What follows belongs to an exercise in optimizing a design on an open flow for small area, a short achievable clock period and few clock cycles per item; a production flow would make more cautious choices.
Function not checked in this run: the RTL went through the layout flow alone.
Power and IR drop assume default switching activity.

<file path="design/flow/config.mk">
export PLATFORM = sky130hd
export DESIGN_NAME = power_calc
export DESIGN_NICKNAME = power_calc
export VERILOG_FILES = /design/flow/design.v
export SDC_FILE = /design/flow/constraint.sdc
export NUM_CORES = 4
export LEC_CHECK = 0
export CAP_MARGIN = 20
export CORE_MARGIN = 2
export CORE_UTILIZATION = 40
export SLEW_MARGIN = 20
</file>
<file path="design/flow/constraint.sdc">
create_clock -name core_clock -period 10.0 [get_ports {clk}]
set_input_delay 2.0000 -clock core_clock [delete_from_list [all_inputs] [get_ports {clk}]]
set_output_delay 2.0000 -clock core_clock [all_outputs]
set_load 0.01 [all_outputs]
</file>
<file path="design/flow/design.v">
module power_calc (
    input  logic        clk,
    input  logic        rst,
    input  logic        in_valid,
    input  logic [19:0] in_data_1,
    input  logic [2:0]  in_data_2,
    output logic        busy,
    output logic        out_valid,
    output logic [59:0] out_data
);
    logic [19:0] b_r;        
    logic [9:0]  a_r;        
    logic [2:0]  j_r;        
    logic [2:0]  rem_r;      
    logic        act_r;      
    logic        first_r;    
    logic        small_r;    
    logic        kzero_r;    
    logic        gate_r;     
    logic        stall_r;    
    logic        bsmall_r;   
    logic [2:0]  nlast_r;    
    logic        busy_r;
    logic [9:0]  ls_r;       
    logic [9:0]  lc_r;       
    logic [19:0] cs_r;       
    logic [19:0] cc_r;       
    logic        co_r;       
    logic        cv_r;       
    logic [2:0]  cj_r;       
    logic [2:0]  cj1_r;      
    logic        clast_r;    
    logic        cfin_r;     
    logic        ckz_r;      
    logic [59:0] acc_r;      
    logic        ov_r;
    logic [29:0] ts, tc;     
    logic [10:0] lo;         
    logic [19:0] hi;         
    logic [9:0]  wlo;        
    logic [19:0] whi;
    logic        last;
    logic        run;
    logic        tcyc;       
    logic        fin;
    logic        take;
    logic [59:0] view;       
    logic [9:0]  a_nxt;      
    logic [9:0]  a_base;     
    logic        a_lo;       
    logic        a_hi;       
    power_calc_csa u_csa (
        .a  (a_r),
        .b  (b_r),
        .cs (gate_r ? cs_r : 20'd0),
        .cc (gate_r ? cc_r : 20'd0),
        .s  (ts),
        .c  (tc)
    );
    logic [11:0] lo_x;
    logic [19:0] hi0;
    logic [20:0] hi1_x;
    assign lo_x  = {1'b0, ls_r, co_r} + {1'b0, lc_r, co_r};
    assign lo    = lo_x[11:1];
    assign hi0   = cs_r + cc_r;
    assign hi1_x = {cs_r, 1'b1} + {cc_r, 1'b1};
    assign hi    = lo[10] ? hi1_x[20:1] : hi0;
    assign wlo   = lo[9:0];
    assign whi   = {hi[19:1], hi[0] | ckz_r};
    always_comb begin
        view = acc_r;
        if (cv_r) begin
            for (int i = 0; i < 6; i++) begin
                if (cj_r != 3'd0 && i == int'(cj_r) - 1) view[10*i +: 10] = wlo;
                if (clast_r && i == int'(cj_r))           view[10*i +: 10] = whi[9:0];
                if (clast_r && i == int'(cj_r) + 1)       view[10*i +: 10] = whi[19:10];
                if (clast_r && i > int'(cj_r) + 1)        view[10*i +: 10] = 10'd0;
            end
        end
    end
    assign last = (j_r == 3'd0) ? bsmall_r : (first_r | (j_r == nlast_r));
    assign tcyc = act_r & ~stall_r;
    assign run  = tcyc & ~small_r;
    assign fin  = tcyc & (small_r | (last & (rem_r == 3'd1)));
    assign take = in_valid & ~busy_r;
    always_comb begin
        if (first_r) begin
            a_nxt = b_r[19:10];
        end else begin
            case (j_r)
                3'd0:    a_nxt = acc_r[19:10];
                3'd1:    a_nxt = acc_r[29:20];
                3'd2:    a_nxt = acc_r[39:30];
                default: a_nxt = acc_r[49:40];
            endcase
        end
    end
    always_comb begin
        a_lo   = 1'b0;
        a_hi   = 1'b0;
        a_base = a_nxt;
        if (stall_r) begin
            a_lo = (cj_r == 3'd1);
            a_hi = (cj_r == 3'd0);
        end else if (last) begin
            a_base = acc_r[9:0];
            a_lo   = cv_r & (cj_r == 3'd1);
        end else begin
            a_lo   = cv_r & ~first_r & (j_r == 3'd0) & (cj_r == 3'd2);
        end
    end
    logic        act_nt, stall_nt, first_nt, last_nt, busy_nt, busy_new;
    logic [2:0]  j_nt, rem_nt, nlast_nt;
    assign act_nt   = act_r & ~fin;
    assign stall_nt = run & last & (rem_r != 3'd1) & (j_r[2:1] == 2'd0);
    assign j_nt     = run ? (last ? 3'd0 : j_r + 3'd1) : j_r;
    assign first_nt = first_r & ~(run & last);
    assign rem_nt   = (run & last) ? rem_r - 3'd1 : rem_r;
    logic        top;        
    assign top      = lo[10] ? |hi1_x[20:11] : |hi0[19:10];
    assign nlast_nt = (cv_r & clast_r) ? (top ? cj1_r : cj_r) : nlast_r;
    assign last_nt  = (j_nt == 3'd0) ? bsmall_r
                    : (first_nt | (~(cv_r & clast_r) & (j_nt == nlast_r)));
    assign busy_nt  = act_nt & (stall_nt | ~last_nt | (rem_nt != 3'd1));
    assign busy_new = ~((in_data_2 < 3'd2) | ((in_data_2 == 3'd2) & ~|in_data_1[19:10]));
    always_ff @(posedge clk) begin
        if (rst) begin
            act_r   <= 1'b0;
            stall_r <= 1'b0;
            busy_r  <= 1'b0;
            cv_r    <= 1'b0;
            co_r    <= 1'b0;
            ov_r    <= 1'b0;
        end else begin
            ov_r    <= cv_r & cfin_r;
            cv_r    <= tcyc;
            co_r    <= cv_r & ~clast_r & lo[10];
            stall_r <= stall_nt;
            act_r   <= take | act_nt;
            busy_r  <= take ? busy_new : busy_nt;
        end
    end
    always_ff @(posedge clk) begin
        if (cv_r) acc_r <= view;
        nlast_r <= nlast_nt;
        ls_r    <= ts[9:0];
        lc_r    <= tc[9:0];
        cs_r    <= ts[29:10];
        cc_r    <= tc[29:10];
        cj_r    <= small_r ? 3'd1 : j_r;
        cj1_r   <= small_r ? 3'd2 : j_r + 3'd1;
        clast_r <= small_r | last;
        cfin_r  <= small_r | (last & (rem_r == 3'd1));
        ckz_r   <= small_r & kzero_r;
        a_r     <= take ? ((in_data_2 < 3'd2) ? {9'd0, in_data_2[0]} : in_data_1[9:0])
                        : (a_lo ? lo[9:0] : (a_hi ? hi[9:0] : a_base));
        j_r     <= j_nt;
        gate_r  <= (j_nt != 3'd0);
        first_r <= first_nt;
        rem_r   <= rem_nt;
        if (take) begin
            b_r      <= in_data_1;
            bsmall_r <= ~|in_data_1[19:10];
            j_r      <= 3'd0;
            gate_r   <= 1'b0;
            first_r  <= 1'b1;
            small_r  <= in_data_2 < 3'd2;
            kzero_r  <= in_data_2 == 3'd0;
            rem_r    <= (in_data_2 > 3'd5) ? 3'd4 : in_data_2 - 3'd1;
        end
    end
    assign busy      = busy_r;
    assign out_valid = ov_r;
    assign out_data  = acc_r;
endmodule
module power_calc_csa (
    input  logic [9:0]  a,
    input  logic [19:0] b,
    input  logic [19:0] cs,
    input  logic [19:0] cc,
    output logic [29:0] s,
    output logic [29:0] c
);
    logic w1;
    logic w2;
    logic w3;
    logic w4;
    logic w5;
    logic w6;
    logic w7;
    logic w8;
    logic w9;
    logic w10;
    logic w11;
    logic w12;
    logic w13;
    logic w14;
    logic w15;
    logic w16;
    logic w17;
    logic w18;
    logic w19;
    logic w20;
    logic w21;
    logic w22;
    logic w23;
    logic w24;
    logic w25;
    logic w26;
    logic w27;
    logic w28;
    logic w29;
    logic w30;
    logic w31;
    logic w32;
    logic w33;
    logic w34;
    logic w35;
    logic w36;
    logic w37;
    logic w38;
    logic w39;
    logic w40;
    logic w41;
    logic w42;
    logic w43;
    logic w44;
    logic w45;
    logic w46;
    logic w47;
    logic w48;
    logic w49;
    logic w50;
    logic w51;
    logic w52;
    logic w53;
    logic w54;
    logic w55;
    logic w56;
    logic w57;
    logic w58;
    logic w59;
    logic w60;
    logic w61;
    logic w62;
    logic w63;
    logic w64;
    logic w65;
    logic w66;
    logic w67;
    logic w68;
    logic w69;
    logic w70;
    logic w71;
    logic w72;
    logic w73;
    logic w74;
    logic w75;
    logic w76;
    logic w77;
    logic w78;
    logic w79;
    logic w80;
    logic w81;
    logic w82;
    logic w83;
    logic w84;
    logic w85;
    logic w86;
    logic w87;
    logic w88;
    logic w89;
    logic w90;
    logic w91;
    logic w92;
    logic w93;
    logic w94;
    logic w95;
    logic w96;
    logic w97;
    logic w98;
    logic w99;
    logic w100;
    logic w101;
    logic w102;
    logic w103;
    logic w104;
    logic w105;
    logic w106;
    logic w107;
    logic w108;
    logic w109;
    logic w110;
    logic w111;
    logic w112;
    logic w113;
    logic w114;
    logic w115;
    logic w116;
    logic w117;
    logic w118;
    logic w119;
    logic w120;
    logic w121;
    logic w122;
    logic w123;
    logic w124;
    logic w125;
    logic w126;
    logic w127;
    logic w128;
    logic w129;
    logic w130;
    logic w131;
    logic w132;
    logic w133;
    logic w134;
    logic w135;
    logic w136;
    logic w137;
    logic w138;
    logic w139;
    logic w140;
    logic w141;
    logic w142;
    logic w143;
    logic w144;
    logic w145;
    logic w146;
    logic w147;
    logic w148;
    logic w149;
    logic w150;
    logic w151;
    logic w152;
    logic w153;
    logic w154;
    logic w155;
    logic w156;
    logic w157;
    logic w158;
    logic w159;
    logic w160;
    logic w161;
    logic w162;
    logic w163;
    logic w164;
    logic w165;
    logic w166;
    logic w167;
    logic w168;
    logic w169;
    logic w170;
    logic w171;
    logic w172;
    logic w173;
    logic w174;
    logic w175;
    logic w176;
    logic w177;
    logic w178;
    logic w179;
    logic w180;
    logic w181;
    logic w182;
    logic w183;
    logic w184;
    logic w185;
    logic w186;
    logic w187;
    logic w188;
    logic w189;
    logic w190;
    logic w191;
    logic w192;
    logic w193;
    logic w194;
    logic w195;
    logic w196;
    logic w197;
    logic w198;
    logic w199;
    logic w200;
    logic w201;
    logic w202;
    logic w203;
    logic w204;
    logic w205;
    logic w206;
    logic w207;
    logic w208;
    logic w209;
    logic w210;
    logic w211;
    logic w212;
    logic w213;
    logic w214;
    logic w215;
    logic w216;
    logic w217;
    logic w218;
    logic w219;
    logic w220;
    logic w221;
    logic w222;
    logic w223;
    logic w224;
    logic w225;
    logic w226;
    logic w227;
    logic w228;
    logic w229;
    logic w230;
    logic w231;
    logic w232;
    logic w233;
    logic w234;
    logic w235;
    logic w236;
    logic w237;
    logic w238;
    logic w239;
    logic w240;
    logic w241;
    logic w242;
    logic w243;
    logic w244;
    logic w245;
    logic w246;
    logic w247;
    logic w248;
    logic w249;
    logic w250;
    logic w251;
    logic w252;
    logic w253;
    logic w254;
    logic w255;
    logic w256;
    logic w257;
    logic w258;
    logic w259;
    logic w260;
    logic w261;
    logic w262;
    logic w263;
    logic w264;
    logic w265;
    logic w266;
    logic w267;
    logic w268;
    logic w269;
    logic w270;
    logic w271;
    logic w272;
    logic w273;
    logic w274;
    logic w275;
    logic w276;
    logic w277;
    logic w278;
    logic w279;
    logic w280;
    logic w281;
    logic w282;
    logic w283;
    logic w284;
    logic w285;
    logic w286;
    logic w287;
    logic w288;
    logic w289;
    logic w290;
    logic w291;
    logic w292;
    logic w293;
    logic w294;
    logic w295;
    logic w296;
    logic w297;
    logic w298;
    logic w299;
    logic w300;
    logic w301;
    logic w302;
    logic w303;
    logic w304;
    logic w305;
    logic w306;
    logic w307;
    logic w308;
    logic w309;
    logic w310;
    logic w311;
    logic w312;
    logic w313;
    logic w314;
    logic w315;
    logic w316;
    logic w317;
    logic w318;
    logic w319;
    logic w320;
    logic w321;
    logic w322;
    logic w323;
    logic w324;
    logic w325;
    logic w326;
    logic w327;
    logic w328;
    logic w329;
    logic w330;
    logic w331;
    logic w332;
    logic w333;
    logic w334;
    logic w335;
    logic w336;
    logic w337;
    logic w338;
    logic w339;
    logic w340;
    logic w341;
    logic w342;
    logic w343;
    logic w344;
    logic w345;
    logic w346;
    logic w347;
    logic w348;
    logic w349;
    logic w350;
    logic w351;
    logic w352;
    logic w353;
    logic w354;
    logic w355;
    logic w356;
    logic w357;
    logic w358;
    logic w359;
    logic w360;
    logic w361;
    logic w362;
    logic w363;
    logic w364;
    logic w365;
    logic w366;
    logic w367;
    logic w368;
    logic w369;
    logic w370;
    logic w371;
    logic w372;
    logic w373;
    logic w374;
    logic w375;
    logic w376;
    logic w377;
    logic w378;
    logic w379;
    logic w380;
    logic w381;
    logic w382;
    logic w383;
    logic w384;
    logic w385;
    logic w386;
    logic w387;
    logic w388;
    logic w389;
    logic w390;
    logic w391;
    logic w392;
    logic w393;
    logic w394;
    logic w395;
    logic w396;
    logic w397;
    logic w398;
    logic w399;
    logic w400;
    assign w1 = cs[7] ^ cc[7];
    assign w2 = cs[7] & cc[7];
    assign w3 = cs[8] ^ cc[8] ^ (a[0] & b[8]);
    assign w4 = (cs[8] & cc[8]) | (cs[8] & (a[0] & b[8])) | (cc[8] & (a[0] & b[8]));
    assign w5 = (a[1] & b[7]) ^ (a[2] & b[6]);
    assign w6 = (a[1] & b[7]) & (a[2] & b[6]);
    assign w7 = cs[9] ^ cc[9] ^ (a[0] & b[9]);
    assign w8 = (cs[9] & cc[9]) | (cs[9] & (a[0] & b[9])) | (cc[9] & (a[0] & b[9]));
    assign w9 = (a[1] & b[8]) ^ (a[2] & b[7]) ^ (a[3] & b[6]);
    assign w10 = ((a[1] & b[8]) & (a[2] & b[7])) | ((a[1] & b[8]) & (a[3] & b[6])) | ((a[2] & b[7]) & (a[3] & b[6]));
    assign w11 = (a[4] & b[5]) ^ (a[5] & b[4]);
    assign w12 = (a[4] & b[5]) & (a[5] & b[4]);
    assign w13 = cs[10] ^ cc[10] ^ (a[0] & b[10]);
    assign w14 = (cs[10] & cc[10]) | (cs[10] & (a[0] & b[10])) | (cc[10] & (a[0] & b[10]));
    assign w15 = (a[1] & b[9]) ^ (a[2] & b[8]) ^ (a[3] & b[7]);
    assign w16 = ((a[1] & b[9]) & (a[2] & b[8])) | ((a[1] & b[9]) & (a[3] & b[7])) | ((a[2] & b[8]) & (a[3] & b[7]));
    assign w17 = (a[4] & b[6]) ^ (a[5] & b[5]) ^ (a[6] & b[4]);
    assign w18 = ((a[4] & b[6]) & (a[5] & b[5])) | ((a[4] & b[6]) & (a[6] & b[4])) | ((a[5] & b[5]) & (a[6] & b[4]));
    assign w19 = cs[11] ^ cc[11] ^ (a[0] & b[11]);
    assign w20 = (cs[11] & cc[11]) | (cs[11] & (a[0] & b[11])) | (cc[11] & (a[0] & b[11]));
    assign w21 = (a[1] & b[10]) ^ (a[2] & b[9]) ^ (a[3] & b[8]);
    assign w22 = ((a[1] & b[10]) & (a[2] & b[9])) | ((a[1] & b[10]) & (a[3] & b[8])) | ((a[2] & b[9]) & (a[3] & b[8]));
    assign w23 = (a[4] & b[7]) ^ (a[5] & b[6]) ^ (a[6] & b[5]);
    assign w24 = ((a[4] & b[7]) & (a[5] & b[6])) | ((a[4] & b[7]) & (a[6] & b[5])) | ((a[5] & b[6]) & (a[6] & b[5]));
    assign w25 = cs[12] ^ cc[12] ^ (a[0] & b[12]);
    assign w26 = (cs[12] & cc[12]) | (cs[12] & (a[0] & b[12])) | (cc[12] & (a[0] & b[12]));
    assign w27 = (a[1] & b[11]) ^ (a[2] & b[10]) ^ (a[3] & b[9]);
    assign w28 = ((a[1] & b[11]) & (a[2] & b[10])) | ((a[1] & b[11]) & (a[3] & b[9])) | ((a[2] & b[10]) & (a[3] & b[9]));
    assign w29 = (a[4] & b[8]) ^ (a[5] & b[7]) ^ (a[6] & b[6]);
    assign w30 = ((a[4] & b[8]) & (a[5] & b[7])) | ((a[4] & b[8]) & (a[6] & b[6])) | ((a[5] & b[7]) & (a[6] & b[6]));
    assign w31 = cs[13] ^ cc[13] ^ (a[0] & b[13]);
    assign w32 = (cs[13] & cc[13]) | (cs[13] & (a[0] & b[13])) | (cc[13] & (a[0] & b[13]));
    assign w33 = (a[1] & b[12]) ^ (a[2] & b[11]) ^ (a[3] & b[10]);
    assign w34 = ((a[1] & b[12]) & (a[2] & b[11])) | ((a[1] & b[12]) & (a[3] & b[10])) | ((a[2] & b[11]) & (a[3] & b[10]));
    assign w35 = (a[4] & b[9]) ^ (a[5] & b[8]) ^ (a[6] & b[7]);
    assign w36 = ((a[4] & b[9]) & (a[5] & b[8])) | ((a[4] & b[9]) & (a[6] & b[7])) | ((a[5] & b[8]) & (a[6] & b[7]));
    assign w37 = cs[14] ^ cc[14] ^ (a[0] & b[14]);
    assign w38 = (cs[14] & cc[14]) | (cs[14] & (a[0] & b[14])) | (cc[14] & (a[0] & b[14]));
    assign w39 = (a[1] & b[13]) ^ (a[2] & b[12]) ^ (a[3] & b[11]);
    assign w40 = ((a[1] & b[13]) & (a[2] & b[12])) | ((a[1] & b[13]) & (a[3] & b[11])) | ((a[2] & b[12]) & (a[3] & b[11]));
    assign w41 = (a[4] & b[10]) ^ (a[5] & b[9]) ^ (a[6] & b[8]);
    assign w42 = ((a[4] & b[10]) & (a[5] & b[9])) | ((a[4] & b[10]) & (a[6] & b[8])) | ((a[5] & b[9]) & (a[6] & b[8]));
    assign w43 = cs[15] ^ cc[15] ^ (a[0] & b[15]);
    assign w44 = (cs[15] & cc[15]) | (cs[15] & (a[0] & b[15])) | (cc[15] & (a[0] & b[15]));
    assign w45 = (a[1] & b[14]) ^ (a[2] & b[13]) ^ (a[3] & b[12]);
    assign w46 = ((a[1] & b[14]) & (a[2] & b[13])) | ((a[1] & b[14]) & (a[3] & b[12])) | ((a[2] & b[13]) & (a[3] & b[12]));
    assign w47 = (a[4] & b[11]) ^ (a[5] & b[10]) ^ (a[6] & b[9]);
    assign w48 = ((a[4] & b[11]) & (a[5] & b[10])) | ((a[4] & b[11]) & (a[6] & b[9])) | ((a[5] & b[10]) & (a[6] & b[9]));
    assign w49 = cs[16] ^ cc[16] ^ (a[0] & b[16]);
    assign w50 = (cs[16] & cc[16]) | (cs[16] & (a[0] & b[16])) | (cc[16] & (a[0] & b[16]));
    assign w51 = (a[1] & b[15]) ^ (a[2] & b[14]) ^ (a[3] & b[13]);
    assign w52 = ((a[1] & b[15]) & (a[2] & b[14])) | ((a[1] & b[15]) & (a[3] & b[13])) | ((a[2] & b[14]) & (a[3] & b[13]));
    assign w53 = (a[4] & b[12]) ^ (a[5] & b[11]) ^ (a[6] & b[10]);
    assign w54 = ((a[4] & b[12]) & (a[5] & b[11])) | ((a[4] & b[12]) & (a[6] & b[10])) | ((a[5] & b[11]) & (a[6] & b[10]));
    assign w55 = cs[17] ^ cc[17] ^ (a[0] & b[17]);
    assign w56 = (cs[17] & cc[17]) | (cs[17] & (a[0] & b[17])) | (cc[17] & (a[0] & b[17]));
    assign w57 = (a[1] & b[16]) ^ (a[2] & b[15]) ^ (a[3] & b[14]);
    assign w58 = ((a[1] & b[16]) & (a[2] & b[15])) | ((a[1] & b[16]) & (a[3] & b[14])) | ((a[2] & b[15]) & (a[3] & b[14]));
    assign w59 = (a[4] & b[13]) ^ (a[5] & b[12]) ^ (a[6] & b[11]);
    assign w60 = ((a[4] & b[13]) & (a[5] & b[12])) | ((a[4] & b[13]) & (a[6] & b[11])) | ((a[5] & b[12]) & (a[6] & b[11]));
    assign w61 = cs[18] ^ cc[18] ^ (a[0] & b[18]);
    assign w62 = (cs[18] & cc[18]) | (cs[18] & (a[0] & b[18])) | (cc[18] & (a[0] & b[18]));
    assign w63 = (a[1] & b[17]) ^ (a[2] & b[16]) ^ (a[3] & b[15]);
    assign w64 = ((a[1] & b[17]) & (a[2] & b[16])) | ((a[1] & b[17]) & (a[3] & b[15])) | ((a[2] & b[16]) & (a[3] & b[15]));
    assign w65 = (a[4] & b[14]) ^ (a[5] & b[13]) ^ (a[6] & b[12]);
    assign w66 = ((a[4] & b[14]) & (a[5] & b[13])) | ((a[4] & b[14]) & (a[6] & b[12])) | ((a[5] & b[13]) & (a[6] & b[12]));
    assign w67 = cs[19] ^ cc[19] ^ (a[0] & b[19]);
    assign w68 = (cs[19] & cc[19]) | (cs[19] & (a[0] & b[19])) | (cc[19] & (a[0] & b[19]));
    assign w69 = (a[1] & b[18]) ^ (a[2] & b[17]) ^ (a[3] & b[16]);
    assign w70 = ((a[1] & b[18]) & (a[2] & b[17])) | ((a[1] & b[18]) & (a[3] & b[16])) | ((a[2] & b[17]) & (a[3] & b[16]));
    assign w71 = (a[4] & b[15]) ^ (a[5] & b[14]) ^ (a[6] & b[13]);
    assign w72 = ((a[4] & b[15]) & (a[5] & b[14])) | ((a[4] & b[15]) & (a[6] & b[13])) | ((a[5] & b[14]) & (a[6] & b[13]));
    assign w73 = (a[1] & b[19]) ^ (a[2] & b[18]) ^ (a[3] & b[17]);
    assign w74 = ((a[1] & b[19]) & (a[2] & b[18])) | ((a[1] & b[19]) & (a[3] & b[17])) | ((a[2] & b[18]) & (a[3] & b[17]));
    assign w75 = (a[4] & b[16]) ^ (a[5] & b[15]);
    assign w76 = (a[4] & b[16]) & (a[5] & b[15]);
    assign w77 = (a[2] & b[19]) ^ (a[3] & b[18]);
    assign w78 = (a[2] & b[19]) & (a[3] & b[18]);
    assign w79 = cs[4] ^ cc[4];
    assign w80 = cs[4] & cc[4];
    assign w81 = cs[5] ^ cc[5] ^ (a[0] & b[5]);
    assign w82 = (cs[5] & cc[5]) | (cs[5] & (a[0] & b[5])) | (cc[5] & (a[0] & b[5]));
    assign w83 = (a[1] & b[4]) ^ (a[2] & b[3]);
    assign w84 = (a[1] & b[4]) & (a[2] & b[3]);
    assign w85 = cs[6] ^ cc[6] ^ (a[0] & b[6]);
    assign w86 = (cs[6] & cc[6]) | (cs[6] & (a[0] & b[6])) | (cc[6] & (a[0] & b[6]));
    assign w87 = (a[1] & b[5]) ^ (a[2] & b[4]) ^ (a[3] & b[3]);
    assign w88 = ((a[1] & b[5]) & (a[2] & b[4])) | ((a[1] & b[5]) & (a[3] & b[3])) | ((a[2] & b[4]) & (a[3] & b[3]));
    assign w89 = (a[4] & b[2]) ^ (a[5] & b[1]);
    assign w90 = (a[4] & b[2]) & (a[5] & b[1]);
    assign w91 = (a[0] & b[7]) ^ (a[1] & b[6]) ^ (a[2] & b[5]);
    assign w92 = ((a[0] & b[7]) & (a[1] & b[6])) | ((a[0] & b[7]) & (a[2] & b[5])) | ((a[1] & b[6]) & (a[2] & b[5]));
    assign w93 = (a[3] & b[4]) ^ (a[4] & b[3]) ^ (a[5] & b[2]);
    assign w94 = ((a[3] & b[4]) & (a[4] & b[3])) | ((a[3] & b[4]) & (a[5] & b[2])) | ((a[4] & b[3]) & (a[5] & b[2]));
    assign w95 = (a[6] & b[1]) ^ (a[7] & b[0]) ^ w1;
    assign w96 = ((a[6] & b[1]) & (a[7] & b[0])) | ((a[6] & b[1]) & w1) | ((a[7] & b[0]) & w1);
    assign w97 = (a[3] & b[5]) ^ (a[4] & b[4]) ^ (a[5] & b[3]);
    assign w98 = ((a[3] & b[5]) & (a[4] & b[4])) | ((a[3] & b[5]) & (a[5] & b[3])) | ((a[4] & b[4]) & (a[5] & b[3]));
    assign w99 = (a[6] & b[2]) ^ (a[7] & b[1]) ^ (a[8] & b[0]);
    assign w100 = ((a[6] & b[2]) & (a[7] & b[1])) | ((a[6] & b[2]) & (a[8] & b[0])) | ((a[7] & b[1]) & (a[8] & b[0]));
    assign w101 = w2 ^ w5 ^ w3;
    assign w102 = (w2 & w5) | (w2 & w3) | (w5 & w3);
    assign w103 = (a[6] & b[3]) ^ (a[7] & b[2]) ^ (a[8] & b[1]);
    assign w104 = ((a[6] & b[3]) & (a[7] & b[2])) | ((a[6] & b[3]) & (a[8] & b[1])) | ((a[7] & b[2]) & (a[8] & b[1]));
    assign w105 = (a[9] & b[0]) ^ w6 ^ w11;
    assign w106 = ((a[9] & b[0]) & w6) | ((a[9] & b[0]) & w11) | (w6 & w11);
    assign w107 = w4 ^ w7 ^ w9;
    assign w108 = (w4 & w7) | (w4 & w9) | (w7 & w9);
    assign w109 = (a[7] & b[3]) ^ (a[8] & b[2]) ^ (a[9] & b[1]);
    assign w110 = ((a[7] & b[3]) & (a[8] & b[2])) | ((a[7] & b[3]) & (a[9] & b[1])) | ((a[8] & b[2]) & (a[9] & b[1]));
    assign w111 = w12 ^ w8 ^ w10;
    assign w112 = (w12 & w8) | (w12 & w10) | (w8 & w10);
    assign w113 = w13 ^ w15 ^ w17;
    assign w114 = (w13 & w15) | (w13 & w17) | (w15 & w17);
    assign w115 = (a[7] & b[4]) ^ (a[8] & b[3]) ^ (a[9] & b[2]);
    assign w116 = ((a[7] & b[4]) & (a[8] & b[3])) | ((a[7] & b[4]) & (a[9] & b[2])) | ((a[8] & b[3]) & (a[9] & b[2]));
    assign w117 = w14 ^ w16 ^ w18;
    assign w118 = (w14 & w16) | (w14 & w18) | (w16 & w18);
    assign w119 = w19 ^ w21 ^ w23;
    assign w120 = (w19 & w21) | (w19 & w23) | (w21 & w23);
    assign w121 = (a[7] & b[5]) ^ (a[8] & b[4]) ^ (a[9] & b[3]);
    assign w122 = ((a[7] & b[5]) & (a[8] & b[4])) | ((a[7] & b[5]) & (a[9] & b[3])) | ((a[8] & b[4]) & (a[9] & b[3]));
    assign w123 = w20 ^ w22 ^ w24;
    assign w124 = (w20 & w22) | (w20 & w24) | (w22 & w24);
    assign w125 = w25 ^ w27 ^ w29;
    assign w126 = (w25 & w27) | (w25 & w29) | (w27 & w29);
    assign w127 = (a[7] & b[6]) ^ (a[8] & b[5]) ^ (a[9] & b[4]);
    assign w128 = ((a[7] & b[6]) & (a[8] & b[5])) | ((a[7] & b[6]) & (a[9] & b[4])) | ((a[8] & b[5]) & (a[9] & b[4]));
    assign w129 = w26 ^ w28 ^ w30;
    assign w130 = (w26 & w28) | (w26 & w30) | (w28 & w30);
    assign w131 = w31 ^ w33 ^ w35;
    assign w132 = (w31 & w33) | (w31 & w35) | (w33 & w35);
    assign w133 = (a[7] & b[7]) ^ (a[8] & b[6]) ^ (a[9] & b[5]);
    assign w134 = ((a[7] & b[7]) & (a[8] & b[6])) | ((a[7] & b[7]) & (a[9] & b[5])) | ((a[8] & b[6]) & (a[9] & b[5]));
    assign w135 = w32 ^ w34 ^ w36;
    assign w136 = (w32 & w34) | (w32 & w36) | (w34 & w36);
    assign w137 = w37 ^ w39 ^ w41;
    assign w138 = (w37 & w39) | (w37 & w41) | (w39 & w41);
    assign w139 = (a[7] & b[8]) ^ (a[8] & b[7]) ^ (a[9] & b[6]);
    assign w140 = ((a[7] & b[8]) & (a[8] & b[7])) | ((a[7] & b[8]) & (a[9] & b[6])) | ((a[8] & b[7]) & (a[9] & b[6]));
    assign w141 = w38 ^ w40 ^ w42;
    assign w142 = (w38 & w40) | (w38 & w42) | (w40 & w42);
    assign w143 = w43 ^ w45 ^ w47;
    assign w144 = (w43 & w45) | (w43 & w47) | (w45 & w47);
    assign w145 = (a[7] & b[9]) ^ (a[8] & b[8]) ^ (a[9] & b[7]);
    assign w146 = ((a[7] & b[9]) & (a[8] & b[8])) | ((a[7] & b[9]) & (a[9] & b[7])) | ((a[8] & b[8]) & (a[9] & b[7]));
    assign w147 = w44 ^ w46 ^ w48;
    assign w148 = (w44 & w46) | (w44 & w48) | (w46 & w48);
    assign w149 = w49 ^ w51 ^ w53;
    assign w150 = (w49 & w51) | (w49 & w53) | (w51 & w53);
    assign w151 = (a[7] & b[10]) ^ (a[8] & b[9]) ^ (a[9] & b[8]);
    assign w152 = ((a[7] & b[10]) & (a[8] & b[9])) | ((a[7] & b[10]) & (a[9] & b[8])) | ((a[8] & b[9]) & (a[9] & b[8]));
    assign w153 = w50 ^ w52 ^ w54;
    assign w154 = (w50 & w52) | (w50 & w54) | (w52 & w54);
    assign w155 = w55 ^ w57 ^ w59;
    assign w156 = (w55 & w57) | (w55 & w59) | (w57 & w59);
    assign w157 = (a[7] & b[11]) ^ (a[8] & b[10]) ^ (a[9] & b[9]);
    assign w158 = ((a[7] & b[11]) & (a[8] & b[10])) | ((a[7] & b[11]) & (a[9] & b[9])) | ((a[8] & b[10]) & (a[9] & b[9]));
    assign w159 = w56 ^ w58 ^ w60;
    assign w160 = (w56 & w58) | (w56 & w60) | (w58 & w60);
    assign w161 = w61 ^ w63 ^ w65;
    assign w162 = (w61 & w63) | (w61 & w65) | (w63 & w65);
    assign w163 = (a[7] & b[12]) ^ (a[8] & b[11]) ^ (a[9] & b[10]);
    assign w164 = ((a[7] & b[12]) & (a[8] & b[11])) | ((a[7] & b[12]) & (a[9] & b[10])) | ((a[8] & b[11]) & (a[9] & b[10]));
    assign w165 = w62 ^ w64 ^ w66;
    assign w166 = (w62 & w64) | (w62 & w66) | (w64 & w66);
    assign w167 = w67 ^ w69 ^ w71;
    assign w168 = (w67 & w69) | (w67 & w71) | (w69 & w71);
    assign w169 = (a[6] & b[14]) ^ (a[7] & b[13]) ^ (a[8] & b[12]);
    assign w170 = ((a[6] & b[14]) & (a[7] & b[13])) | ((a[6] & b[14]) & (a[8] & b[12])) | ((a[7] & b[13]) & (a[8] & b[12]));
    assign w171 = (a[9] & b[11]) ^ w75 ^ w68;
    assign w172 = ((a[9] & b[11]) & w75) | ((a[9] & b[11]) & w68) | (w75 & w68);
    assign w173 = w70 ^ w72 ^ w73;
    assign w174 = (w70 & w72) | (w70 & w73) | (w72 & w73);
    assign w175 = (a[4] & b[17]) ^ (a[5] & b[16]) ^ (a[6] & b[15]);
    assign w176 = ((a[4] & b[17]) & (a[5] & b[16])) | ((a[4] & b[17]) & (a[6] & b[15])) | ((a[5] & b[16]) & (a[6] & b[15]));
    assign w177 = (a[7] & b[14]) ^ (a[8] & b[13]) ^ (a[9] & b[12]);
    assign w178 = ((a[7] & b[14]) & (a[8] & b[13])) | ((a[7] & b[14]) & (a[9] & b[12])) | ((a[8] & b[13]) & (a[9] & b[12]));
    assign w179 = w76 ^ w77 ^ w74;
    assign w180 = (w76 & w77) | (w76 & w74) | (w77 & w74);
    assign w181 = (a[3] & b[19]) ^ (a[4] & b[18]) ^ (a[5] & b[17]);
    assign w182 = ((a[3] & b[19]) & (a[4] & b[18])) | ((a[3] & b[19]) & (a[5] & b[17])) | ((a[4] & b[18]) & (a[5] & b[17]));
    assign w183 = (a[6] & b[16]) ^ (a[7] & b[15]) ^ (a[8] & b[14]);
    assign w184 = ((a[6] & b[16]) & (a[7] & b[15])) | ((a[6] & b[16]) & (a[8] & b[14])) | ((a[7] & b[15]) & (a[8] & b[14]));
    assign w185 = (a[9] & b[13]) ^ w78;
    assign w186 = (a[9] & b[13]) & w78;
    assign w187 = (a[4] & b[19]) ^ (a[5] & b[18]) ^ (a[6] & b[17]);
    assign w188 = ((a[4] & b[19]) & (a[5] & b[18])) | ((a[4] & b[19]) & (a[6] & b[17])) | ((a[5] & b[18]) & (a[6] & b[17]));
    assign w189 = (a[7] & b[16]) ^ (a[8] & b[15]);
    assign w190 = (a[7] & b[16]) & (a[8] & b[15]);
    assign w191 = (a[5] & b[19]) ^ (a[6] & b[18]);
    assign w192 = (a[5] & b[19]) & (a[6] & b[18]);
    assign w193 = cs[2] ^ cc[2];
    assign w194 = cs[2] & cc[2];
    assign w195 = cs[3] ^ cc[3] ^ (a[0] & b[3]);
    assign w196 = (cs[3] & cc[3]) | (cs[3] & (a[0] & b[3])) | (cc[3] & (a[0] & b[3]));
    assign w197 = (a[1] & b[2]) ^ (a[2] & b[1]);
    assign w198 = (a[1] & b[2]) & (a[2] & b[1]);
    assign w199 = (a[0] & b[4]) ^ (a[1] & b[3]) ^ (a[2] & b[2]);
    assign w200 = ((a[0] & b[4]) & (a[1] & b[3])) | ((a[0] & b[4]) & (a[2] & b[2])) | ((a[1] & b[3]) & (a[2] & b[2]));
    assign w201 = (a[3] & b[1]) ^ (a[4] & b[0]) ^ w79;
    assign w202 = ((a[3] & b[1]) & (a[4] & b[0])) | ((a[3] & b[1]) & w79) | ((a[4] & b[0]) & w79);
    assign w203 = (a[3] & b[2]) ^ (a[4] & b[1]) ^ (a[5] & b[0]);
    assign w204 = ((a[3] & b[2]) & (a[4] & b[1])) | ((a[3] & b[2]) & (a[5] & b[0])) | ((a[4] & b[1]) & (a[5] & b[0]));
    assign w205 = w80 ^ w83 ^ w81;
    assign w206 = (w80 & w83) | (w80 & w81) | (w83 & w81);
    assign w207 = (a[6] & b[0]) ^ w84 ^ w89;
    assign w208 = ((a[6] & b[0]) & w84) | ((a[6] & b[0]) & w89) | (w84 & w89);
    assign w209 = w82 ^ w85 ^ w87;
    assign w210 = (w82 & w85) | (w82 & w87) | (w85 & w87);
    assign w211 = w90 ^ w86 ^ w88;
    assign w212 = (w90 & w86) | (w90 & w88) | (w86 & w88);
    assign w213 = w91 ^ w93 ^ w95;
    assign w214 = (w91 & w93) | (w91 & w95) | (w93 & w95);
    assign w215 = w92 ^ w94 ^ w96;
    assign w216 = (w92 & w94) | (w92 & w96) | (w94 & w96);
    assign w217 = w97 ^ w99 ^ w101;
    assign w218 = (w97 & w99) | (w97 & w101) | (w99 & w101);
    assign w219 = w98 ^ w100 ^ w103;
    assign w220 = (w98 & w100) | (w98 & w103) | (w100 & w103);
    assign w221 = w105 ^ w102 ^ w107;
    assign w222 = (w105 & w102) | (w105 & w107) | (w102 & w107);
    assign w223 = w104 ^ w109 ^ w106;
    assign w224 = (w104 & w109) | (w104 & w106) | (w109 & w106);
    assign w225 = w108 ^ w111 ^ w113;
    assign w226 = (w108 & w111) | (w108 & w113) | (w111 & w113);
    assign w227 = w110 ^ w115 ^ w112;
    assign w228 = (w110 & w115) | (w110 & w112) | (w115 & w112);
    assign w229 = w114 ^ w117 ^ w119;
    assign w230 = (w114 & w117) | (w114 & w119) | (w117 & w119);
    assign w231 = w116 ^ w121 ^ w118;
    assign w232 = (w116 & w121) | (w116 & w118) | (w121 & w118);
    assign w233 = w120 ^ w123 ^ w125;
    assign w234 = (w120 & w123) | (w120 & w125) | (w123 & w125);
    assign w235 = w122 ^ w127 ^ w124;
    assign w236 = (w122 & w127) | (w122 & w124) | (w127 & w124);
    assign w237 = w126 ^ w129 ^ w131;
    assign w238 = (w126 & w129) | (w126 & w131) | (w129 & w131);
    assign w239 = w128 ^ w133 ^ w130;
    assign w240 = (w128 & w133) | (w128 & w130) | (w133 & w130);
    assign w241 = w132 ^ w135 ^ w137;
    assign w242 = (w132 & w135) | (w132 & w137) | (w135 & w137);
    assign w243 = w134 ^ w139 ^ w136;
    assign w244 = (w134 & w139) | (w134 & w136) | (w139 & w136);
    assign w245 = w138 ^ w141 ^ w143;
    assign w246 = (w138 & w141) | (w138 & w143) | (w141 & w143);
    assign w247 = w140 ^ w145 ^ w142;
    assign w248 = (w140 & w145) | (w140 & w142) | (w145 & w142);
    assign w249 = w144 ^ w147 ^ w149;
    assign w250 = (w144 & w147) | (w144 & w149) | (w147 & w149);
    assign w251 = w146 ^ w151 ^ w148;
    assign w252 = (w146 & w151) | (w146 & w148) | (w151 & w148);
    assign w253 = w150 ^ w153 ^ w155;
    assign w254 = (w150 & w153) | (w150 & w155) | (w153 & w155);
    assign w255 = w152 ^ w157 ^ w154;
    assign w256 = (w152 & w157) | (w152 & w154) | (w157 & w154);
    assign w257 = w156 ^ w159 ^ w161;
    assign w258 = (w156 & w159) | (w156 & w161) | (w159 & w161);
    assign w259 = w158 ^ w163 ^ w160;
    assign w260 = (w158 & w163) | (w158 & w160) | (w163 & w160);
    assign w261 = w162 ^ w165 ^ w167;
    assign w262 = (w162 & w165) | (w162 & w167) | (w165 & w167);
    assign w263 = w164 ^ w169 ^ w166;
    assign w264 = (w164 & w169) | (w164 & w166) | (w169 & w166);
    assign w265 = w168 ^ w171 ^ w173;
    assign w266 = (w168 & w171) | (w168 & w173) | (w171 & w173);
    assign w267 = w170 ^ w175 ^ w177;
    assign w268 = (w170 & w175) | (w170 & w177) | (w175 & w177);
    assign w269 = w172 ^ w174 ^ w179;
    assign w270 = (w172 & w174) | (w172 & w179) | (w174 & w179);
    assign w271 = w176 ^ w178 ^ w181;
    assign w272 = (w176 & w178) | (w176 & w181) | (w178 & w181);
    assign w273 = w183 ^ w185 ^ w180;
    assign w274 = (w183 & w185) | (w183 & w180) | (w185 & w180);
    assign w275 = (a[9] & b[14]) ^ w189 ^ w182;
    assign w276 = ((a[9] & b[14]) & w189) | ((a[9] & b[14]) & w182) | (w189 & w182);
    assign w277 = w184 ^ w186 ^ w187;
    assign w278 = (w184 & w186) | (w184 & w187) | (w186 & w187);
    assign w279 = (a[7] & b[17]) ^ (a[8] & b[16]) ^ (a[9] & b[15]);
    assign w280 = ((a[7] & b[17]) & (a[8] & b[16])) | ((a[7] & b[17]) & (a[9] & b[15])) | ((a[8] & b[16]) & (a[9] & b[15]));
    assign w281 = w190 ^ w191 ^ w188;
    assign w282 = (w190 & w191) | (w190 & w188) | (w191 & w188);
    assign w283 = (a[6] & b[19]) ^ (a[7] & b[18]) ^ (a[8] & b[17]);
    assign w284 = ((a[6] & b[19]) & (a[7] & b[18])) | ((a[6] & b[19]) & (a[8] & b[17])) | ((a[7] & b[18]) & (a[8] & b[17]));
    assign w285 = (a[9] & b[16]) ^ w192;
    assign w286 = (a[9] & b[16]) & w192;
    assign w287 = (a[7] & b[19]) ^ (a[8] & b[18]);
    assign w288 = (a[7] & b[19]) & (a[8] & b[18]);
    assign w289 = cs[1] ^ cc[1];
    assign w290 = cs[1] & cc[1];
    assign w291 = (a[0] & b[2]) ^ (a[1] & b[1]) ^ (a[2] & b[0]);
    assign w292 = ((a[0] & b[2]) & (a[1] & b[1])) | ((a[0] & b[2]) & (a[2] & b[0])) | ((a[1] & b[1]) & (a[2] & b[0]));
    assign w293 = (a[3] & b[0]) ^ w194 ^ w197;
    assign w294 = ((a[3] & b[0]) & w194) | ((a[3] & b[0]) & w197) | (w194 & w197);
    assign w295 = w198 ^ w196 ^ w199;
    assign w296 = (w198 & w196) | (w198 & w199) | (w196 & w199);
    assign w297 = w200 ^ w202 ^ w203;
    assign w298 = (w200 & w202) | (w200 & w203) | (w202 & w203);
    assign w299 = w204 ^ w207 ^ w206;
    assign w300 = (w204 & w207) | (w204 & w206) | (w207 & w206);
    assign w301 = w208 ^ w210 ^ w211;
    assign w302 = (w208 & w210) | (w208 & w211) | (w210 & w211);
    assign w303 = w212 ^ w214 ^ w215;
    assign w304 = (w212 & w214) | (w212 & w215) | (w214 & w215);
    assign w305 = w216 ^ w219 ^ w218;
    assign w306 = (w216 & w219) | (w216 & w218) | (w219 & w218);
    assign w307 = w220 ^ w223 ^ w222;
    assign w308 = (w220 & w223) | (w220 & w222) | (w223 & w222);
    assign w309 = w224 ^ w227 ^ w226;
    assign w310 = (w224 & w227) | (w224 & w226) | (w227 & w226);
    assign w311 = w228 ^ w231 ^ w230;
    assign w312 = (w228 & w231) | (w228 & w230) | (w231 & w230);
    assign w313 = w232 ^ w235 ^ w234;
    assign w314 = (w232 & w235) | (w232 & w234) | (w235 & w234);
    assign w315 = w236 ^ w239 ^ w238;
    assign w316 = (w236 & w239) | (w236 & w238) | (w239 & w238);
    assign w317 = w240 ^ w243 ^ w242;
    assign w318 = (w240 & w243) | (w240 & w242) | (w243 & w242);
    assign w319 = w244 ^ w247 ^ w246;
    assign w320 = (w244 & w247) | (w244 & w246) | (w247 & w246);
    assign w321 = w248 ^ w251 ^ w250;
    assign w322 = (w248 & w251) | (w248 & w250) | (w251 & w250);
    assign w323 = w252 ^ w255 ^ w254;
    assign w324 = (w252 & w255) | (w252 & w254) | (w255 & w254);
    assign w325 = w256 ^ w259 ^ w258;
    assign w326 = (w256 & w259) | (w256 & w258) | (w259 & w258);
    assign w327 = w260 ^ w263 ^ w262;
    assign w328 = (w260 & w263) | (w260 & w262) | (w263 & w262);
    assign w329 = w267 ^ w264 ^ w266;
    assign w330 = (w267 & w264) | (w267 & w266) | (w264 & w266);
    assign w331 = w268 ^ w271 ^ w270;
    assign w332 = (w268 & w271) | (w268 & w270) | (w271 & w270);
    assign w333 = w272 ^ w275 ^ w277;
    assign w334 = (w272 & w275) | (w272 & w277) | (w275 & w277);
    assign w335 = w279 ^ w276 ^ w278;
    assign w336 = (w279 & w276) | (w279 & w278) | (w276 & w278);
    assign w337 = w280 ^ w283 ^ w285;
    assign w338 = (w280 & w283) | (w280 & w285) | (w283 & w285);
    assign w339 = (a[9] & b[17]) ^ w287 ^ w284;
    assign w340 = ((a[9] & b[17]) & w287) | ((a[9] & b[17]) & w284) | (w287 & w284);
    assign w341 = (a[8] & b[19]) ^ (a[9] & b[18]);
    assign w342 = (a[8] & b[19]) & (a[9] & b[18]);
    assign w343 = cs[0] ^ cc[0];
    assign w344 = cs[0] & cc[0];
    assign w345 = (a[0] & b[1]) ^ (a[1] & b[0]) ^ w289;
    assign w346 = ((a[0] & b[1]) & (a[1] & b[0])) | ((a[0] & b[1]) & w289) | ((a[1] & b[0]) & w289);
    assign w347 = w290 ^ w193 ^ w291;
    assign w348 = (w290 & w193) | (w290 & w291) | (w193 & w291);
    assign w349 = w292 ^ w195 ^ w293;
    assign w350 = (w292 & w195) | (w292 & w293) | (w195 & w293);
    assign w351 = w201 ^ w294 ^ w295;
    assign w352 = (w201 & w294) | (w201 & w295) | (w294 & w295);
    assign w353 = w296 ^ w297 ^ w205;
    assign w354 = (w296 & w297) | (w296 & w205) | (w297 & w205);
    assign w355 = w298 ^ w209 ^ w299;
    assign w356 = (w298 & w209) | (w298 & w299) | (w209 & w299);
    assign w357 = w213 ^ w300 ^ w301;
    assign w358 = (w213 & w300) | (w213 & w301) | (w300 & w301);
    assign w359 = w302 ^ w303 ^ w217;
    assign w360 = (w302 & w303) | (w302 & w217) | (w303 & w217);
    assign w361 = w304 ^ w221 ^ w305;
    assign w362 = (w304 & w221) | (w304 & w305) | (w221 & w305);
    assign w363 = w225 ^ w306 ^ w307;
    assign w364 = (w225 & w306) | (w225 & w307) | (w306 & w307);
    assign w365 = w229 ^ w308 ^ w309;
    assign w366 = (w229 & w308) | (w229 & w309) | (w308 & w309);
    assign w367 = w233 ^ w310 ^ w311;
    assign w368 = (w233 & w310) | (w233 & w311) | (w310 & w311);
    assign w369 = w237 ^ w312 ^ w313;
    assign w370 = (w237 & w312) | (w237 & w313) | (w312 & w313);
    assign w371 = w241 ^ w314 ^ w315;
    assign w372 = (w241 & w314) | (w241 & w315) | (w314 & w315);
    assign w373 = w245 ^ w316 ^ w317;
    assign w374 = (w245 & w316) | (w245 & w317) | (w316 & w317);
    assign w375 = w249 ^ w318 ^ w319;
    assign w376 = (w249 & w318) | (w249 & w319) | (w318 & w319);
    assign w377 = w253 ^ w320 ^ w321;
    assign w378 = (w253 & w320) | (w253 & w321) | (w320 & w321);
    assign w379 = w257 ^ w322 ^ w323;
    assign w380 = (w257 & w322) | (w257 & w323) | (w322 & w323);
    assign w381 = w261 ^ w324 ^ w325;
    assign w382 = (w261 & w324) | (w261 & w325) | (w324 & w325);
    assign w383 = w265 ^ w326 ^ w327;
    assign w384 = (w265 & w326) | (w265 & w327) | (w326 & w327);
    assign w385 = w269 ^ w328 ^ w329;
    assign w386 = (w269 & w328) | (w269 & w329) | (w328 & w329);
    assign w387 = w273 ^ w330 ^ w331;
    assign w388 = (w273 & w330) | (w273 & w331) | (w330 & w331);
    assign w389 = w274 ^ w333 ^ w332;
    assign w390 = (w274 & w333) | (w274 & w332) | (w333 & w332);
    assign w391 = w281 ^ w334 ^ w335;
    assign w392 = (w281 & w334) | (w281 & w335) | (w334 & w335);
    assign w393 = w282 ^ w337 ^ w336;
    assign w394 = (w282 & w337) | (w282 & w336) | (w337 & w336);
    assign w395 = w286 ^ w339 ^ w338;
    assign w396 = (w286 & w339) | (w286 & w338) | (w339 & w338);
    assign w397 = w288 ^ w341 ^ w340;
    assign w398 = (w288 & w341) | (w288 & w340) | (w341 & w340);
    assign w399 = (a[9] & b[19]) ^ w342;
    assign w400 = (a[9] & b[19]) & w342;
    assign s[0] = (a[0] & b[0]);
    assign c[0] = w343;
    assign s[1] = w344;
    assign c[1] = w345;
    assign s[2] = w346;
    assign c[2] = w347;
    assign s[3] = w348;
    assign c[3] = w349;
    assign s[4] = w350;
    assign c[4] = w351;
    assign s[5] = w352;
    assign c[5] = w353;
    assign s[6] = w354;
    assign c[6] = w355;
    assign s[7] = w356;
    assign c[7] = w357;
    assign s[8] = w358;
    assign c[8] = w359;
    assign s[9] = w360;
    assign c[9] = w361;
    assign s[10] = w362;
    assign c[10] = w363;
    assign s[11] = w364;
    assign c[11] = w365;
    assign s[12] = w366;
    assign c[12] = w367;
    assign s[13] = w368;
    assign c[13] = w369;
    assign s[14] = w370;
    assign c[14] = w371;
    assign s[15] = w372;
    assign c[15] = w373;
    assign s[16] = w374;
    assign c[16] = w375;
    assign s[17] = w376;
    assign c[17] = w377;
    assign s[18] = w378;
    assign c[18] = w379;
    assign s[19] = w380;
    assign c[19] = w381;
    assign s[20] = w382;
    assign c[20] = w383;
    assign s[21] = w384;
    assign c[21] = w385;
    assign s[22] = w386;
    assign c[22] = w387;
    assign s[23] = w388;
    assign c[23] = w389;
    assign s[24] = w391;
    assign c[24] = w390;
    assign s[25] = w392;
    assign c[25] = w393;
    assign s[26] = w395;
    assign c[26] = w394;
    assign s[27] = w397;
    assign c[27] = w396;
    assign s[28] = w399;
    assign c[28] = w398;
    assign s[29] = w400;
    assign c[29] = 1'b0;
endmodule
</file>
<file path="design/flow/flow/run.sh">
#!/bin/bash
# Standard layout, but with timing repair aiming past the 5 ns margin cap of config.mk.
set -euo pipefail
bash standard.sh SETUP_SLACK_MARGIN=6.3 finish > standard_flow.log 2>&1
</file>
<file path="design/flow/standard.sh">
#!/bin/bash
# synth_recipe.tcl (not shown) runs the flow's synth.tcl, then flattens the netlist and writes it again
# the make line also repeats each setting of config.mk as NAME=value (left out here)
make -C /OpenROAD-flow-scripts/flow DESIGN_CONFIG=/design/flow/config.mk WORK_HOME=/design/flow/orfs CLKGATE_MAP_FILE= SYNTH_SCRIPT=/design/flow/synth_recipe.tcl "${@:-finish}"
</file>
==> results.py <==
metrics = {
    "final_layout": {
        "drive_gt1_share_pct": 5.98,
        "area_delta_synth_final_pct": 11.8,
        "multi_input_area_um2": 10600,
        "utilization_pct": 45.5,
        "antenna-diode-count": 0,
        "finalInstanceArea_um2": 18200,
        "fill_cells": 3866,
        "nets": 2086,
        "register_area_um2": 4430,
    },
    "run_status": {
        "status": "timing/DRC/antenna clean",
    },
    "detailed_routing": {
        "first_iter_violations": 1284,
        "viasPerCell": 5.66,
        "postRouteAntennaNets": 0,
        "drc": 0,
        "first_pass_iters": 9,
        "vias": 13300,
        "routed_wl_um": 53600,
        "routedWlPerCell_um": 22.8,
    },
    "floorplanning": {
        "rows": 73,
        "ios": 88,
        "die_w_um": 206,
        "core_area_um2": 40000,
        "initial_core_util_pct": 40.7,
        "die_h_um": 206,
        "die-area_um2": 42400,
    },
    "synthesis": {
        "ys_ff_latch": 178,
        "synth_async_sr_flop_share_pct": 0,
        "postSynthCellCount": 1783,
        "synth_top_area_share_pct": 22.5,
        "ys_seq_area_share_pct": 27.1,
        "syn_area_um2": 16300,
        "yosys_warnings": 1,
        "synth_area_leaders": "fa_1 (22%), edfxtp_1 (16%), dfxtp_1 (11%)",
        "syn_nets": 2060,
        "yosysTopAreaCell": "fa_1",
        "ys_types": 78,
        "synthFlopType": "dfxtp_1",
        "synth_edf_count": 86,
        "avgSynthCellArea_um2": 9.14,
    },
    "timing": {
        "timing.fmax_mhz": 274,
        "setup_slack_ps": 6350,
        "min_period_ps": 3650,
        "rsz0062_at_grt": "no",
        "tightest_slew_ps": 1230,
        "hold_viol": 0,
        "finalSetupTns_ps": 0,
        "maxSlewViolCount": 0,
        "skew_ps": 17.4,
        "setup_viol": 0,
        "slew_headroom_pct": 17.5,
        "post-route-period-util_pct": 36.5,
    },
    "worst_setup_path": {
        "critPathKind": "flip-flop to flip-flop",
        "worstPathMaxFanout": 6,
        "start_kind": "flip-flop",
        "worstPathCellList": "inv_1, ha_1, inv_1, fa_1, a211oi_1, o211a_1, nor3_1, nor4_1, nor3_1, nor2_1, o221ai_1",
        "critPathTopFamily": "simple AND/OR/NAND/NOR gates",
        "end_kind": "flip-flop",
        "critPathMaxStageDelay_ps": 660,
        "path_buf_inv": 2,
        "slowest_stage": "nor2_1",
        "critical_path_required_ps": 10160,
        "crit_arrival_ps": 3810,
    },
    "power": {
        "p_per_area_nw_per_um2": 313,
        "p_leak_uw": 0.00768,
        "power_uw": 5700,
        "irDropWorstVdd_mv": 0.209,
    },
    "cts": {
        "cts-root-buf": "clkbuf_16",
        "cts_tree": "yes",
        "cts_buffers": 17,
        "clock-sinks": 178,
        "insertion_delay_ps": 460,
        "clockBufferDepth": 2,
        "h-tree-depth": 4,
        "path_clk_slew_ps": 70,
    },
    "global_routing": {
        "grtUsageTotal_pct": 26.2,
        "grt_pass1_vias": 13500,
        "grt_pass1_wl_um": 82100,
        "overflow": 0,
        "grt_start_max_net_pins": 40,
        "grt_antenna_before_repair": 0,
    },
    "placed_design": {
        "port_buffers": 87,
        "dpl_cell_area_um2": 17500,
        "dp_slack_ps": 5880,
        "hpwl_um": 41800,
        "gp_congestion": 0.965,
    },
    "min_path": {
        "hold_path.class": "flip-flop to flip-flop",
    },
    "run": {
        "maxCapViolations": 0,
    },
}
==> path summary, 6_finish.rpt <==
check,start,end,slack (ps),depth (start not counted)
worst min-delay path,kzero_r,ckz_r,440,1
worst max-delay path,cs_r[0],acc_r[36],6350,11
worst min register to register,kzero_r,ckz_r,440,1
worst max register to register,cs_r[0],acc_r[36],6350,11
==> through the flow <==
step,hold slack (ps),instances
after floorplan,420,1783
after global placement,430,2310
after detailed placement,428,2310
after CTS,444,2342
after global routing,467,2347
final,444,2347
==> metal layers <==
layer | up-vias | wire length [µm] | GRT usage [%] | part of all wire, %
met4 | 0 | 2040 | 10.9 | 3.8
met3 | 117 | 3630 | 3.64 | 6.8
met1 | 6609 | 22700 | 34.9 | 42
met5 | - | 0 | 0 | 0
li1 | 5995 | - | - | -
met2 | 566 | 25300 | 43.0 | 47
==> cell type report <==
cell class | count | share of cell area (%)
Clock buffer | 17 | 2.34
Clock inverter | 15 | 0.721
Inverter | 257 | 5.32
Multi-Input combinational cell | 1246 | 58.0
Sequential cell | 178 | 24.3
Tap cell | 525 | 3.61
Timing Repair Buffer | 109 | 5.71
==> worst reg2reg max path, stage by stage (launching register included) <==
cell and delay (ps):
dfxtp_1 360, inv_1 70, ha_1 240, inv_1 130, fa_1 420, a211oi_1 300, o211a_1 260, nor3_1 90
nor4_1 490, nor3_1 90, nor2_1 660, o221ai_1 250
==> Yosys cell counts, types with 5 or more instances <==
cell type	count
o211ai_1	15
a21oi_1	92
a221oi_1	8
o21ai_0	66
xor2_1	21
mux2i_1	22
nor3_1	27
a21oi_2	7
fa_1	183
ha_1	68
inv_1	257
or2_2	8
nor2b_1	10
nand2_1	198
or4_1	11
buf_1	5
a21o_1	7
nand3_1	30
a22o_1	6
o21ai_2	5
and4_1	6
o22ai_1	5
edfxtp_1	86
a311oi_1	7
and2_1	150
o31ai_1	6
or3_1	9
o221ai_1	11
a211oi_1	36
nor2_1	74
nand4_1	15
nand2b_1	8
nor4_1	5
a22oi_1	13
buf_2	7
a221o_1	14
dfxtp_1	92
o21ai_1	11
clkbuf_1	81
a31oi_1	5
xnor2_1	22
buf_4	5
==> cell families (layout without fill, tap and decap cells) <==
family                     after synthesis  after routing  share of synthesized area [%]
AOI/OAI and AO/OA                      354            354                           14.9
xor gates and xnor gates                43             43                           2.31
adders and majority gates              251            251                           27.7
buffers and inverters                  359            398                           8.62
DFF                                    178            178                           27.1
muxes                                   25             25                           1.57
and+or+nand+nor                        573            573                           17.8
==> registers in the layout (all words and copies together), names as in the netlist, 3 cells and up <==
signal   flops
rem_r        3
acc_r       60
lc_r        10
j_r          3
cs_r        20
b_r         20
cj_r         3
a_r         10
ls_r        10
nlast_r      3
cj1_r        3
cc_r        19
==> power breakdown <==
| group | leakage [µW] | internal, µW | switching, µW |
|---|---|---|---|
| Combinational | 0.00583 | 1290 | 2580 |
| Clock | 0.000272 | 345 | 315 |
| Sequential | 0.00157 | 998 | 173 |
| Total | 0.00768 | 2630 | 3060 |
==> cell usage in the layout (no fill, tap or decap), types with 6 or more instances in the layout <==
| master | count |
|---|---|
| clkdlybuf4s50_1 | 87 |
| or3_1 | 9 |
| o21ai_1 | 12 |
| nand4_1 | 15 |
| a21oi_2 | 8 |
| o211ai_1 | 15 |
| nor3_1 | 26 |
| ha_1 | 68 |
| nand2_1 | 198 |
| nand2b_1 | 8 |
| nand3_1 | 30 |
| buf_4 | 21 |
| clkbuf_16 | 17 |
| o221ai_1 | 11 |
| a21oi_1 | 91 |
| nor2b_1 | 9 |
| fa_1 | 183 |
| or2_2 | 8 |
| inv_1 | 256 |
| and2_1 | 150 |
| dfxtp_1 | 88 |
| xor2_1 | 17 |
| a311oi_1 | 6 |
| a22oi_1 | 13 |
| xnor2_1 | 20 |
| o21ai_0 | 65 |
| a21o_1 | 7 |
| mux2i_1 | 22 |
| edfxtp_1 | 86 |
| and4_1 | 6 |
| a22o_1 | 6 |
| or4_1 | 11 |
| a221oi_1 | 8 |
| o31ai_1 | 6 |
| a221o_1 | 14 |
| nor2_1 | 73 |
| a211oi_1 | 36 |
==> timing repair <==
| action | 4_1_cts | 5_1_grt |
|---|---|---|
| setup buffers | 0 | 5 |
| endpoints found under the setup margin | 24 | 66 |
| pin swaps | 0 | 2 |
| hold buffers | 0 | 0 |
| resized for setup | 4 | 14 |

==> port drivers added, routing unchanged <==
The results above use ideal ports. As a check the final layout listed here was re-extracted and re-timed, cells and wires unchanged. Step 1 (the two cells are an assumption about what drives the block):
set clk [get_ports {clk}]
set_driving_cell -lib_cell sky130_fd_sc_hd__clkbuf_16 $clk
set_driving_cell -lib_cell sky130_fd_sc_hd__buf_2 [delete_from_list [all_inputs] $clk]
Step 2, shift: input delay + t, output delay - t, t = (earliest + latest rising clock arrival at the registers) / 2. This alone moves slack from input paths to output paths. Slacks: ideal ports / drivers / drivers and shift; pairs: ideal ports / drivers.
shift t [ns]: 0.497
setup slack, ns: 6.347 / 6.347 / 6.046
hold slack, ns: 0.444 / 0.444 / 0.444
After both steps this run still meets setup and hold. The setup slack of this run moves by 0.000 ns with the drivers and by -0.301 ns with both steps.
